Source: an optimization exercise on an open RTL-to-GDS flow (aim: small area, a short achievable clock period and few clock cycles). Production flows keep margins and buffers that such runs may drop. Function was checked by simulation only, so behaviour that the tests miss may differ from the original. Power and IR drop assume default switching activity.

==> raven: inputs <==
==> flow/design.v <==
package scb_pkg;
    localparam int COLS  = 84;           
    localparam int PAGES = 6;            
    localparam int ROWS  = 8 * PAGES;    
    localparam logic [1:0] MODE_DRAW  = 2'd0;
    localparam logic [1:0] MODE_CLEAR = 2'd1;
    localparam logic [1:0] MODE_READ  = 2'd2;
endpackage
module scb_store (
    input  logic                      clk,
    input  logic [scb_pkg::COLS-1:0]  col,
    input  logic [scb_pkg::ROWS-1:0]  row_set,
    input  logic [scb_pkg::ROWS-1:0]  row_kill,
    output logic [scb_pkg::ROWS-1:0]  row_rd
);
    logic [scb_pkg::ROWS-1:0][scb_pkg::COLS-1:0] pix_q;
    always_ff @(posedge clk)
    begin
        for (int y = 0; y < scb_pkg::ROWS; y++)
            for (int x = 0; x < scb_pkg::COLS; x++)
                pix_q[y][x] <= (pix_q[y][x] && !(col[x] && row_kill[y]))
                            || (col[x] && row_set[y]);
    end
    always_comb
    begin
        for (int y = 0; y < scb_pkg::ROWS; y++)
            row_rd[y] = |(pix_q[y] & col);
    end
endmodule
module scaled_column_blit_framebuffer_unit (
    input  logic        clk,
    input  logic        rst_n,
    input  logic        s_axis_tvalid,
    output logic        s_axis_tready,
    input  logic [55:0] s_axis_tdata,
    input  logic [1:0]  s_axis_tuser,
    output logic        m_axis_tvalid,
    input  logic        m_axis_tready,
    output logic [7:0]  m_axis_tdata
);
    localparam int COLS  = scb_pkg::COLS;
    localparam int PAGES = scb_pkg::PAGES;
    localparam int ROWS  = scb_pkg::ROWS;
    localparam int QD    = 5;                
    logic [1:0]  mode;
    logic [7:0]  column_bits;
    logic [7:0]  origin_x;
    logic [6:0]  origin_y;
    logic [9:0]  offset_x;
    logic [5:0]  offset_page;
    logic [1:0]  scale_log;
    logic        invert;
    logic [2:0]  read_page;
    logic [6:0]  read_column;
    assign mode        = s_axis_tuser;
    assign column_bits = s_axis_tdata[7:0];
    assign origin_x    = s_axis_tdata[15:8];
    assign origin_y    = s_axis_tdata[22:16];
    assign offset_x    = s_axis_tdata[32:23];
    assign offset_page = s_axis_tdata[38:33];
    assign scale_log   = s_axis_tdata[40:39];
    assign invert      = s_axis_tdata[41];
    assign read_page   = s_axis_tdata[44:42];
    assign read_column = s_axis_tdata[51:45];
    logic rdy_q;
    logic accept;
    assign accept = s_axis_tvalid && rdy_q;
    logic signed [11:0] v_in, u_in;
    logic signed [7:0]  pg0_in;
    assign v_in   = 12'($signed(origin_x)) + 12'($unsigned(offset_x));
    assign u_in   = 12'($signed(origin_x)) + 12'($unsigned(offset_x))
                  + 12'($unsigned(4'd1 << scale_log));
    assign pg0_in = 8'($signed(origin_y[6:3])) + 8'($unsigned(offset_page));
    logic        a_draw, a_clear, a_read;
    logic [6:0]  a_v, a_u;      
    logic        a_vneg;        
    logic        a_vbig;        
    logic        a_uneg;
    logic        a_ubig;
    logic [1:0]  a_sl;          
    logic [7:0]  a_src;
    logic [2:0]  a_ph;
    logic [3:0]  a_g;
    logic        a_g_ok;
    logic [2:0]  a_rp;
    logic [6:0]  a_rc;
    always_ff @(posedge clk or negedge rst_n)
    begin
        if (!rst_n)
        begin
            a_draw  <= 1'b0;
            a_clear <= 1'b0;
            a_read  <= 1'b0;
        end
        else
        begin
            a_draw  <= accept && (mode == scb_pkg::MODE_DRAW);
            a_clear <= accept && (mode == scb_pkg::MODE_CLEAR);
            a_read  <= accept && (mode == scb_pkg::MODE_READ);
        end
    end
    always_ff @(posedge clk)
    begin
        a_v    <= v_in[6:0];
        a_vneg <= v_in[11];
        a_vbig <= !v_in[11] && (|v_in[10:7]);
        a_u    <= u_in[6:0];
        a_uneg <= u_in[11];
        a_ubig <= !u_in[11] && (|u_in[10:7]);
        a_sl   <= scale_log;
        a_src  <= column_bits ^ {8{invert}};
        a_ph   <= origin_y[2:0];
        a_g    <= {~pg0_in[3], pg0_in[2:0]};
        a_g_ok <= (pg0_in[7:3] == 5'b11111) || (pg0_in[7:3] == 5'b00000);
        a_rp   <= read_page;
        a_rc   <= read_column;
    end
    function automatic logic le7(input logic [6:0] v, input int c);
        logic r;
        r = 1'b1;
        for (int i = 0; i < 7; i++)
            if (c[i])
                r = !v[i] || r;
            else
                r = !v[i] && r;
        le7 = r;
    endfunction
    logic [COLS-1:0] col_in;
    always_comb
    begin
        logic lo_le, hi_le;
        for (int x = 0; x < COLS; x++)
        begin
            lo_le     = a_vneg || (!a_vbig && le7(a_v, x));
            hi_le     = a_uneg || (!a_ubig && le7(a_u, x));
            col_in[x] = a_clear || (a_draw && lo_le && !hi_le)
                     || (a_read && (a_rc == 7'(x)));
        end
    end
    logic [ROWS-1:0]       set_in, kill_in;   
    logic [PAGES-1:0]      rp_n;
    logic [PAGES-1:0]      in_a, in_b;
    logic [PAGES-1:0][2:0] qa, qb;
    logic [7:0]            lt;
    logic [7:0][2:0]       mk;
    always_comb
    begin
        logic [4:0] ea, eb;
        logic [2:0] idx;
        logic [2:0] ql;
        for (int p = 0; p < PAGES; p++)
        begin
            in_a[p] = 1'b0;
            in_b[p] = 1'b0;
            qa[p]   = '0;
            qb[p]   = '0;
            ea      = '0;
            eb      = '0;
            for (int gv = 0; gv < 16; gv++)
                if (a_g == 4'(gv))
                begin
                    ea = 5'(p + 8 - gv);
                    eb = 5'(p + 7 - gv);
                    in_a[p] = a_g_ok && (p + 8 - gv >= 0) && (ea[4:3] == 2'b00)
                           && ((ea[2:0] >> a_sl) == 3'd0);
                    in_b[p] = a_g_ok && (p + 7 - gv >= 0) && (eb[4:3] == 2'b00)
                           && ((eb[2:0] >> a_sl) == 3'd0);
                    qa[p]   = ea[2:0];
                    qb[p]   = eb[2:0];
                end
        end
        for (int k = 0; k < 8; k++)
        begin
            lt[k] = 1'b0;
            mk[k] = '0;
            for (int f = 0; f < 8; f++)
                if (a_ph == 3'(f))
                begin
                    lt[k] = (k < f);
                    mk[k] = 3'(k - f);
                end
        end
        for (int p = 0; p < PAGES; p++)
            for (int k = 0; k < 8; k++)
            begin
                ql  = lt[k] ? qb[p] : qa[p];
                idx = 3'({ql, mk[k]} >> a_sl);
                set_in[8*p+k]  = a_draw && (lt[k] ? in_b[p] : in_a[p]) && a_src[idx];
                kill_in[8*p+k] = a_clear
                              || (a_draw && (lt[k] ? in_b[p] : in_a[p]) && !a_src[idx]);
            end
        for (int p = 0; p < PAGES; p++)
            rp_n[p] = (a_rp == 3'(p));
    end
    logic [COLS-1:0]  b_col;
    logic [ROWS-1:0]  b_set;
    logic [ROWS-1:0]  b_kill;
    logic [PAGES-1:0] b_rp;
    logic             b_rd;
    logic [ROWS-1:0]  row_rd;
    logic [7:0]       rd_byte;
    always_ff @(posedge clk or negedge rst_n)
    begin
        if (!rst_n)
        begin
            b_col  <= '1;
            b_set  <= '0;
            b_kill <= '1;
            b_rd   <= 1'b0;
        end
        else
        begin
            b_col  <= col_in;
            b_set  <= set_in;
            b_kill <= kill_in;
            b_rd   <= a_read;
        end
    end
    always_ff @(posedge clk)
        b_rp <= rp_n;
    scb_store u_store (
        .clk      (clk),
        .col      (b_col),
        .row_set  (b_set),
        .row_kill (b_kill),
        .row_rd   (row_rd)
    );
    logic [ROWS-1:0]  c_row;
    logic [PAGES-1:0] c_rp;
    logic             c_rd;
    always_ff @(posedge clk or negedge rst_n)
    begin
        if (!rst_n)
            c_rd <= 1'b0;
        else
            c_rd <= b_rd;
    end
    always_ff @(posedge clk)
    begin
        c_row <= row_rd;
        c_rp  <= b_rp;
    end
    always_comb
    begin
        rd_byte = '0;
        for (int p = 0; p < PAGES; p++)
            rd_byte = rd_byte | (c_row[8*p +: 8] & {8{c_rp[p]}});
    end
    logic [7:0]  q_data [QD];
    logic [2:0]  q_cnt;         
    logic        q_v;           
    logic [2:0]  owed;          
    logic        take;
    logic        acc_rd;
    logic [2:0]  q_cnt_n;
    logic [2:0]  owed_n;
    assign take    = q_v && m_axis_tready;
    assign acc_rd  = accept && (mode == scb_pkg::MODE_READ);
    assign q_cnt_n = q_cnt + 3'(c_rd) - 3'(take);
    assign owed_n  = owed + 3'(acc_rd) - 3'(take);
    always_ff @(posedge clk or negedge rst_n)
    begin
        if (!rst_n)
        begin
            q_cnt  <= '0;
            q_v    <= 1'b0;
            owed   <= '0;
        end
        else
        begin
            q_cnt  <= q_cnt_n;
            q_v    <= (q_cnt_n != 3'd0);
            owed   <= owed_n;
        end
    end
    always_ff @(posedge clk)
        rdy_q <= !rst_n || (owed_n < 3'(QD));
    always_ff @(posedge clk)
    begin
        for (int i = 0; i < QD; i++)
        begin
            if (take)
            begin
                if (c_rd && (3'(i + 1) == q_cnt))
                    q_data[i] <= rd_byte;
                else if (i + 1 < QD)
                    q_data[i] <= q_data[i + 1];
            end
            else if (c_rd && (3'(i) == q_cnt))
                q_data[i] <= rd_byte;
        end
    end
    assign s_axis_tready = rdy_q;
    assign m_axis_tvalid = q_v;
    assign m_axis_tdata  = q_data[0];
endmodule
==> flow/run.sh <==
#!/bin/bash
# synth_recipe.tcl (not shown) runs the flow's synth.tcl, then flattens the netlist and writes it again
# the make line also repeats each setting of config.mk as NAME=value (left out here)
make -C /OpenROAD-flow-scripts/flow DESIGN_CONFIG=/design/flow/config.mk WORK_HOME=/design/flow/orfs CLKGATE_MAP_FILE= SYNTH_SCRIPT=/design/flow/synth_recipe.tcl finish
==> flow/config.mk <==
export PLATFORM = sky130hd
export DESIGN_NAME = scaled_column_blit_framebuffer_unit
export DESIGN_NICKNAME = scaled_column_blit_framebuffer_unit
export VERILOG_FILES = /design/flow/design.v
export SDC_FILE = /design/flow/constraint.sdc
export NUM_CORES = 4
export LEC_CHECK = 0
export ABC_CLOCK_PERIOD_IN_PS = 2500
export CAP_MARGIN = 20
export CORE_MARGIN = 2
export CORE_UTILIZATION = 40
export CTS_CLUSTER_DIAMETER = 150
export CTS_CLUSTER_SIZE = 18
export PLACE_DENSITY = 0.45
export SETUP_SLACK_MARGIN = 5.0
export SLEW_MARGIN = 20
export SYNTH_MEMORY_MAX_BITS = 8192
==> flow/constraint.sdc <==
create_clock -name core_clock -period 8.0 [get_ports {clk}]
set_input_delay 1.6000 -clock core_clock [delete_from_list [all_inputs] [get_ports {clk}]]
set_output_delay 1.6000 -clock core_clock [all_outputs]
set_load 0.01 [all_outputs]
==> pepper: changes against raven <==
--- a/flow/design.v
+++ b/flow/design.v
@@ -69,5 +69,9 @@
     logic signed [7:0]  pg0_in;
-    assign v_in   = 12'($signed(origin_x)) + 12'($unsigned(offset_x));
-    assign u_in   = 12'($signed(origin_x)) + 12'($unsigned(offset_x))
-                  + 12'($unsigned(4'd1 << scale_log));
+    assign v_in   = (mode == scb_pkg::MODE_READ)
+                  ? 12'(read_column)
+                  : 12'($signed(origin_x)) + 12'($unsigned(offset_x));
+    assign u_in   = (mode == scb_pkg::MODE_READ)
+                  ? 12'(read_column) + 12'sd1
+                  : 12'($signed(origin_x)) + 12'($unsigned(offset_x))
+                    + 12'($unsigned(4'd1 << scale_log));
     assign pg0_in = 8'($signed(origin_y[6:3])) + 8'($unsigned(offset_page));
@@ -85,3 +89,2 @@
     logic [2:0]  a_rp;
-    logic [6:0]  a_rc;
     always_ff @(posedge clk or negedge rst_n)
@@ -115,3 +118,2 @@
         a_rp   <= read_page;
-        a_rc   <= read_column;
     end
@@ -135,4 +137,3 @@
             hi_le     = a_uneg || (!a_ubig && le7(a_u, x));
-            col_in[x] = a_clear || (a_draw && lo_le && !hi_le)
-                     || (a_read && (a_rc == 7'(x)));
+            col_in[x] = a_clear || ((a_draw || a_read) && lo_le && !hi_le);
         end
Settings changed: CORE_UTILIZATION 40 to 44, PLACE_DENSITY 0.45 to 0.5, SETUP_SLACK_MARGIN 5.0 to 4.8.
==> cedar: changes against raven <==
--- a/flow/design.v
+++ b/flow/design.v
@@ -69,5 +69,9 @@
     logic signed [7:0]  pg0_in;
-    assign v_in   = 12'($signed(origin_x)) + 12'($unsigned(offset_x));
-    assign u_in   = 12'($signed(origin_x)) + 12'($unsigned(offset_x))
-                  + 12'($unsigned(4'd1 << scale_log));
+    assign v_in   = (mode == scb_pkg::MODE_READ)
+                  ? 12'(read_column)
+                  : 12'($signed(origin_x)) + 12'($unsigned(offset_x));
+    assign u_in   = (mode == scb_pkg::MODE_READ)
+                  ? 12'(read_column) + 12'sd1
+                  : 12'($signed(origin_x)) + 12'($unsigned(offset_x))
+                    + 12'($unsigned(4'd1 << scale_log));
     assign pg0_in = 8'($signed(origin_y[6:3])) + 8'($unsigned(offset_page));
@@ -85,3 +89,2 @@
     logic [2:0]  a_rp;
-    logic [6:0]  a_rc;
     always_ff @(posedge clk or negedge rst_n)
@@ -115,3 +118,2 @@
         a_rp   <= read_page;
-        a_rc   <= read_column;
     end
@@ -135,4 +137,3 @@
             hi_le     = a_uneg || (!a_ubig && le7(a_u, x));
-            col_in[x] = a_clear || (a_draw && lo_le && !hi_le)
-                     || (a_read && (a_rc == 7'(x)));
+            col_in[x] = a_clear || ((a_draw || a_read) && lo_le && !hi_le);
         end
==> run summary <==
clock network power share=0.275; WL met2=339.1 mm; met1 track demand over resource=0.4658; status=timing/DRC/antenna clean; Worst Setup Slack post-DPL=3.206 ns; met3 usage=0.02615; Worst Path Required=6.40 ns; critical path's largest stage delay=0.40 ns; synthesis-stage register bit count=4364; GP Congestion=0.8701; sequential share of cell area=0.4610
-- figures above: cedar

==> run summary <==
status=timing/DRC/antenna clean; WL met2=347.3 mm; met3 usage=0.02821; Worst Setup Slack post-DPL=3.392 ns; GP Congestion=0.9429; synthesis-stage register bit count=4371; clock network power share=0.288; met1 track demand over resource=0.4704
-- figures above: raven

==> run summary <==
Worst Path Required=8.87 ns; Worst Setup Slack post-DPL=3.242 ns; status=timing/DRC/antenna clean; sequential share of cell area=0.4659; clock network power share=0.275; GP Congestion=0.9188
-- figures above: pepper

Testbench counts of raven, summed over its fixed seeds: cycles 3,232.
Testbench counts of pepper, summed over its fixed seeds: cycles 3,232.
Testbench counts of cedar, summed over its fixed seeds: cycles 3,232.

[separate check: timing with driven ports]
In the flow no input, the clock included, has a driving cell. The finished layouts below were timed again as built, in two steps. Step 1 sets driving cells, clkbuf_16 on the clock port and buf_2 on the other inputs (assumed; they add their load-dependent delay and slew). Step 2 also shifts input and output timing later by t, the mid clock arrival at the registers, as if the neighbouring blocks saw the same clock. a / b / c = ideal / step 1 / step 2; a / b = the first two.
run	t, ns	setup slack, ns	pins driven straight from the clock port
raven	1.087	4.851 / 4.733 / 4.034	1
pepper	1.070	4.754 / 4.710 / 3.776	1
cedar	1.086	4.869 / 4.754 / 3.928	1
After both steps setup and hold are still met in every run listed. For pepper, which loses most, drivers alone change the setup slack by -0.044 ns; drivers and shift together by -0.978 ns.
